This is an optimization exercise on Yosys and OpenROAD, whose aim is small area, not a production implementation.
Where RTL was checked, it was by simulation tests only, not by an equivalence proof against the original.
Power and IR drop assume default switching activity.

==> flow/design.v <==
module id_rf_aoi222 (
  input  logic a0, b0, a1, b1, a2, b2,
  output logic y
);
  assign y = !((a0 & b0) | (a1 & b1) | (a2 & b2));
endmodule
module id_rf_or31 (
  input  logic [30:0] sel,
  input  logic [30:0] dat,
  output logic [10:0] n
);
  for (genvar g = 0; g < 10; g++) begin : g_aoi
    id_rf_aoi222 u_aoi (
      .a0(sel[3*g]),   .b0(dat[3*g]),
      .a1(sel[3*g+1]), .b1(dat[3*g+1]),
      .a2(sel[3*g+2]), .b2(dat[3*g+2]),
      .y(n[g])
    );
  end
  id_rf_nand2 u_last (.a(sel[30]), .b(dat[30]), .y(n[10]));
endmodule
module id_rf_and3 (
  input  logic a, b, c,
  output logic y
);
  assign y = a & b & c;
endmodule
module id_rf_or2 (
  input  logic a, b,
  output logic y
);
  assign y = a | b;
endmodule
module id_rf_and2 (
  input  logic a, b,
  output logic y
);
  assign y = a & b;
endmodule
module id_rf_nand2 (
  input  logic a, b,
  output logic y
);
  assign y = !(a & b);
endmodule
module id_rf_rdbit (
  input  logic [30:0] sel,
  input  logic [30:0] dat,
  input  logic        hit,
  input  logic        wbd,
  output logic        y
);
  logic [11:0] n;
  id_rf_or31 u_or31 (.sel(sel), .dat(dat), .n(n[10:0]));
  id_rf_nand2 u_byp (.a(hit), .b(wbd), .y(n[11]));
  id_rf_or3nand4 u_or (.n(n), .y(y));
endmodule
module id_rf_sel31 (
  input  logic [30:0] sel,
  input  logic [30:0] dat,
  output logic        y
);
  logic [10:0] n;
  id_rf_or31 u_or31 (.sel(sel), .dat(dat), .n(n));
  id_rf_or3nand u_or (.n(n), .y(y));
endmodule
module id_rf_or3nand4 (
  input  logic [11:0] n,
  output logic        y
);
  assign y = !(&n[3:0]) | !(&n[7:4]) | !(&n[11:8]);
endmodule
module id_sb_next (
  input  logic [2:0] s,
  input  logic       ld,
  input  logic [2:0] l,
  output logic [2:0] d,
  output logic       pend
);
  logic [2:0] c;
  logic       f;
  assign c    = s ^ 3'b101;
  assign f    = c[2] ? (!c[1] && c[0]) : c[1];
  assign d    = ld ? l : ({c[1:0], f} ^ 3'b101);
  assign pend = (c != 3'b000);
endmodule
module id_rf_or3nand (
  input  logic [10:0] n,
  output logic        y
);
  assign y = !(&n[3:0]) | !(&n[7:4]) | !(&n[10:8]);
endmodule
module id_regfile_scoreboard #(
  parameter int XLEN  = 32,
  parameter int NREGS = 32,
  parameter int NRD   = 2,
  parameter int LAT_W = 3,
  localparam int AW   = $clog2(NREGS)
) (
  input  logic                clk,
  input  logic                reset,
  input  logic                id_valid,
  input  logic                flush,
  input  logic [NRD*AW-1:0]   rs_addr,
  input  logic [NRD-1:0]      rs_used,
  input  logic                rd_we,
  input  logic [AW-1:0]       rd_addr,
  input  logic [LAT_W-1:0]    rd_lat,
  input  logic                wb_we,
  input  logic [AW-1:0]       wb_addr,
  input  logic [XLEN-1:0]     wb_data,
  output logic [NRD*XLEN-1:0] rs_data,
  output logic                stall,
  output logic                issue,
  output logic [NREGS-1:0]    pending
);
  logic [XLEN-1:0]  r_regs [1:NREGS-1];
  logic [LAT_W-1:0] r_cnt  [1:NREGS-1];    
  logic             w_wb_en;
  logic [XLEN-1:0]  w_wdat;
  logic [LAT_W-1:0] w_ldat;
  logic [NREGS-1:0] w_wb_dec;
  logic [NREGS-1:0] w_wb_sel;
  logic [NREGS-1:0] w_rd_dec;
  logic [NREGS-1:0] w_rs_dec [NRD];
  logic [NREGS-2:0] w_rs_sel [NRD];
  logic [NREGS-2:0] w_rs_pnd [NRD];
  logic [NREGS-2:0] w_rd_sel;
  logic [NREGS-2:0] w_cnt_col [LAT_W];
  logic [NRD-1:0]   w_pnd;
  logic [NRD-1:0]   w_hit;
  logic             w_raw;
  logic             w_waw;
  logic             w_set;
  logic [LAT_W-1:0] w_rd_cnt;
  function automatic logic [2:0] f_enc(input logic [2:0] v);
    case (v)
      3'd0:    f_enc = 3'b101;
      3'd1:    f_enc = 3'b001;
      3'd2:    f_enc = 3'b011;
      3'd3:    f_enc = 3'b010;
      3'd4:    f_enc = 3'b110;
      3'd5:    f_enc = 3'b000;
      3'd6:    f_enc = 3'b111;
      default: f_enc = 3'b100;
    endcase
  endfunction
  function automatic logic [2:0] f_dec(input logic [2:0] c);
    case (c)
      3'b101:  f_dec = 3'd0;
      3'b001:  f_dec = 3'd1;
      3'b011:  f_dec = 3'd2;
      3'b010:  f_dec = 3'd3;
      3'b110:  f_dec = 3'd4;
      3'b000:  f_dec = 3'd5;
      3'b111:  f_dec = 3'd6;
      default: f_dec = 3'd7;
    endcase
  endfunction
  assign w_wb_en = wb_we && (wb_addr != '0);
  always_comb begin
    for (int unsigned r = 0; r < NREGS; r++) begin
      w_wb_dec[r] = (wb_addr == AW'(r));
      w_wb_sel[r] = w_wb_en && w_wb_dec[r];
      w_rd_dec[r] = (rd_addr == AW'(r));
      for (int unsigned p = 0; p < NRD; p++) begin
        w_rs_dec[p][r] = (rs_addr[p*AW +: AW] == AW'(r));
      end
    end
  end
  always_comb begin
    for (int unsigned p = 0; p < NRD; p++) begin
      w_hit[p] = w_wb_en && (wb_addr == rs_addr[p*AW +: AW]);
      for (int unsigned r = 1; r < NREGS; r++) begin
        w_rs_pnd[p][r-1] = w_rs_dec[p][r];
      end
    end
    for (int unsigned r = 1; r < NREGS; r++) begin
      w_rd_sel[r-1] = w_rd_dec[r];
    end
  end
  for (genvar p = 0; p < NRD; p++) begin : g_sel
    logic [7:0] w_hi;
    logic [3:0] w_lo;
    for (genvar g = 0; g < 8; g++) begin : g_hi
      assign w_hi[g] = (rs_addr[p*AW+2 +: 3] == 3'(g));
    end
    for (genvar j = 0; j < 4; j++) begin : g_lo
      assign w_lo[j] = (rs_addr[p*AW +: 2] == 2'(j));
    end
    for (genvar r = 1; r < NREGS; r++) begin : g_line
      id_rf_and3 u_drv (.a(w_hi[r/4]), .b(w_lo[r%4]), .c(!w_wb_sel[r]), .y(w_rs_sel[p][r-1]));
    end
  end
  for (genvar p = 0; p < NRD; p++) begin : g_port
    for (genvar b = 0; b < XLEN; b++) begin : g_bit
      logic [NREGS-2:0] w_col;
      for (genvar r = 1; r < NREGS; r++) begin : g_col
        assign w_col[r-1] = r_regs[r][b];
      end
      id_rf_rdbit u_rd (.sel(w_rs_sel[p]), .dat(w_col), .hit(w_hit[p]), .wbd(wb_data[b]),
                        .y(rs_data[p*XLEN+b]));
    end
  end
  assign pending[0] = 1'b0;
  for (genvar p = 0; p < NRD; p++) begin : g_raw
    id_rf_sel31 u_pnd (.sel(w_rs_pnd[p]), .dat(pending[NREGS-1:1]), .y(w_pnd[p]));
  end
  assign w_raw = |(rs_used & w_pnd);
  for (genvar k = 0; k < LAT_W; k++) begin : g_waw
    for (genvar r = 1; r < NREGS; r++) begin : g_col
      assign w_cnt_col[k][r-1] = r_cnt[r][k];
    end
    id_rf_sel31 u_cnt (.sel(w_rd_sel), .dat(w_cnt_col[k]), .y(w_rd_cnt[k]));
  end
  assign w_waw = rd_we && (rd_addr != '0) && (f_dec(w_rd_cnt) > rd_lat);
  assign stall = id_valid && !flush && (w_raw || w_waw);
  assign issue = id_valid && !flush && !stall;
  assign w_set = issue && rd_we;
  logic w_reset_n;
  assign w_reset_n = !reset;
  for (genvar b = 0; b < XLEN; b++) begin : g_wdat
    id_rf_and2 u_drv (.a(wb_data[b]), .b(w_reset_n), .y(w_wdat[b]));
  end
  assign w_ldat = reset ? f_enc('0) : f_enc(rd_lat);
  for (genvar r = 1; r < NREGS; r++) begin : g_reg
    logic w_we;
    id_rf_or2 u_we (.a(reset), .b(w_wb_sel[r]), .y(w_we));
    always_ff @(posedge clk) begin
      if (w_we) begin
        r_regs[r] <= w_wdat;
      end
    end
    logic [LAT_W-1:0] w_next;
    id_sb_next u_next (.s(r_cnt[r]), .ld(reset || (w_set && w_rd_dec[r])), .l(w_ldat), .d(w_next),
                       .pend(pending[r]));
    always_ff @(posedge clk) begin
      r_cnt[r] <= w_next;
    end
  end
endmodule
Settings: LEC_CHECK=0, CAP_MARGIN=15, CORE_MARGIN=2, CORE_UTILIZATION=55, SETUP_SLACK_MARGIN=0.1, SLEW_MARGIN=15, SYNTH_HIERARCHICAL=1, SYNTH_MINIMUM_KEEP_SIZE=0; clock period 6.0 ns.
standard.sh (not shown) runs the stock make flow with config.mk's settings and CLKGATE_MAP_FILE= SYNTH_SCRIPT=/design/flow/synth_recipe.tcl, a recipe that flattens the netlist after the stock synthesis.
==> flow/flow/run.sh <==
#!/bin/bash
# Standard layout with smaller port buffers and a clock tree of small
# buffers without dummy loads.
export BUFFER_PORTS_ARGS="-buffer_cell sky130_fd_sc_hd__buf_1"
export CTS_ARGS="-sink_clustering_enable -repair_clock_nets -dont_use_dummy_load -buf_list {sky130_fd_sc_hd__clkbuf_4} -root_buf sky130_fd_sc_hd__clkbuf_4 -sink_clustering_size 10 -sink_clustering_max_diameter 40"
bash standard.sh > standard.log 2>&1
==> next run, changes <==
--- a/flow/design.v
+++ b/flow/design.v
@@ -19,22 +19,4 @@
   end
   id_rf_nand2 u_last (.a(sel[30]), .b(dat[30]), .y(n[10]));
-endmodule
-module id_rf_and3 (
-  input  logic a, b, c,
-  output logic y
-);
-  assign y = a & b & c;
-endmodule
-module id_rf_or2 (
-  input  logic a, b,
-  output logic y
-);
-  assign y = a | b;
-endmodule
-module id_rf_and2 (
-  input  logic a, b,
-  output logic y
-);
-  assign y = a & b;
 endmodule
 module id_rf_nand2 (
@@ -173,4 +155,5 @@
       w_hit[p] = w_wb_en && (wb_addr == rs_addr[p*AW +: AW]);
       for (int unsigned r = 1; r < NREGS; r++) begin
+        w_rs_sel[p][r-1] = w_rs_dec[p][r] && !w_wb_sel[r];
         w_rs_pnd[p][r-1] = w_rs_dec[p][r];
       end
@@ -178,17 +161,4 @@
     for (int unsigned r = 1; r < NREGS; r++) begin
       w_rd_sel[r-1] = w_rd_dec[r];
-    end
-  end
-  for (genvar p = 0; p < NRD; p++) begin : g_sel
-    logic [7:0] w_hi;
-    logic [3:0] w_lo;
-    for (genvar g = 0; g < 8; g++) begin : g_hi
-      assign w_hi[g] = (rs_addr[p*AW+2 +: 3] == 3'(g));
-    end
-    for (genvar j = 0; j < 4; j++) begin : g_lo
-      assign w_lo[j] = (rs_addr[p*AW +: 2] == 2'(j));
-    end
-    for (genvar r = 1; r < NREGS; r++) begin : g_line
-      id_rf_and3 u_drv (.a(w_hi[r/4]), .b(w_lo[r%4]), .c(!w_wb_sel[r]), .y(w_rs_sel[p][r-1]));
     end
   end
@@ -218,15 +188,9 @@
   assign issue = id_valid && !flush && !stall;
   assign w_set = issue && rd_we;
-  logic w_reset_n;
-  assign w_reset_n = !reset;
-  for (genvar b = 0; b < XLEN; b++) begin : g_wdat
-    id_rf_and2 u_drv (.a(wb_data[b]), .b(w_reset_n), .y(w_wdat[b]));
-  end
+  assign w_wdat = wb_data & {XLEN{!reset}};
   assign w_ldat = reset ? f_enc('0) : f_enc(rd_lat);
   for (genvar r = 1; r < NREGS; r++) begin : g_reg
-    logic w_we;
-    id_rf_or2 u_we (.a(reset), .b(w_wb_sel[r]), .y(w_we));
     always_ff @(posedge clk) begin
-      if (w_we) begin
+      if (reset || w_wb_sel[r]) begin
         r_regs[r] <= w_wdat;
       end
Effect:
- power came out higher by 1.3%
- clock skew came out higher by 0.013 ns
- routed wire length went up by 7.8%
- core utilization went up by 0.86 points
- non-clock buffer count rose by 71
- hold slack improves by 0.055 ns
- first-iteration DRC count came out higher by about 6%
- count of clock-buffer cells in the layout went up by 7
- synthesized area went down by 0.59%
- die area shrinks by about 0.6%
Only the layout flow was run in the second run of this note; the RTL was not checked for function there.

afterwards: timing with drivers on the ports:
How much do the figures lean on ideal ports? The routed layouts below were timed once more, with nothing changed but the port constraints. Step 1: set_driving_cell puts a clkbuf_16 on clk and a buf_2 on each other input, an assumption about the parent block. Step 2 also shifts input and output timing later by t, the mid clock arrival at the registers, as if the neighbouring blocks saw the same clock. Slacks: ideal / step 1 / step 2; pairs: ideal / step 1.
run | shift t [ns] | setup WS [ns] | worst data-port slew with drivers (ns)
the first run | 1.106 | 0.116 / 0.095 / 0.095 | 0.17
the second run | 1.117 | 0.258 / 0.234 / 0.234 | 0.11
After both steps setup and hold are still met in every run listed. The setup slack of the second run, which loses most, moves by -0.024 ns with the drivers and by -0.024 ns with both steps.
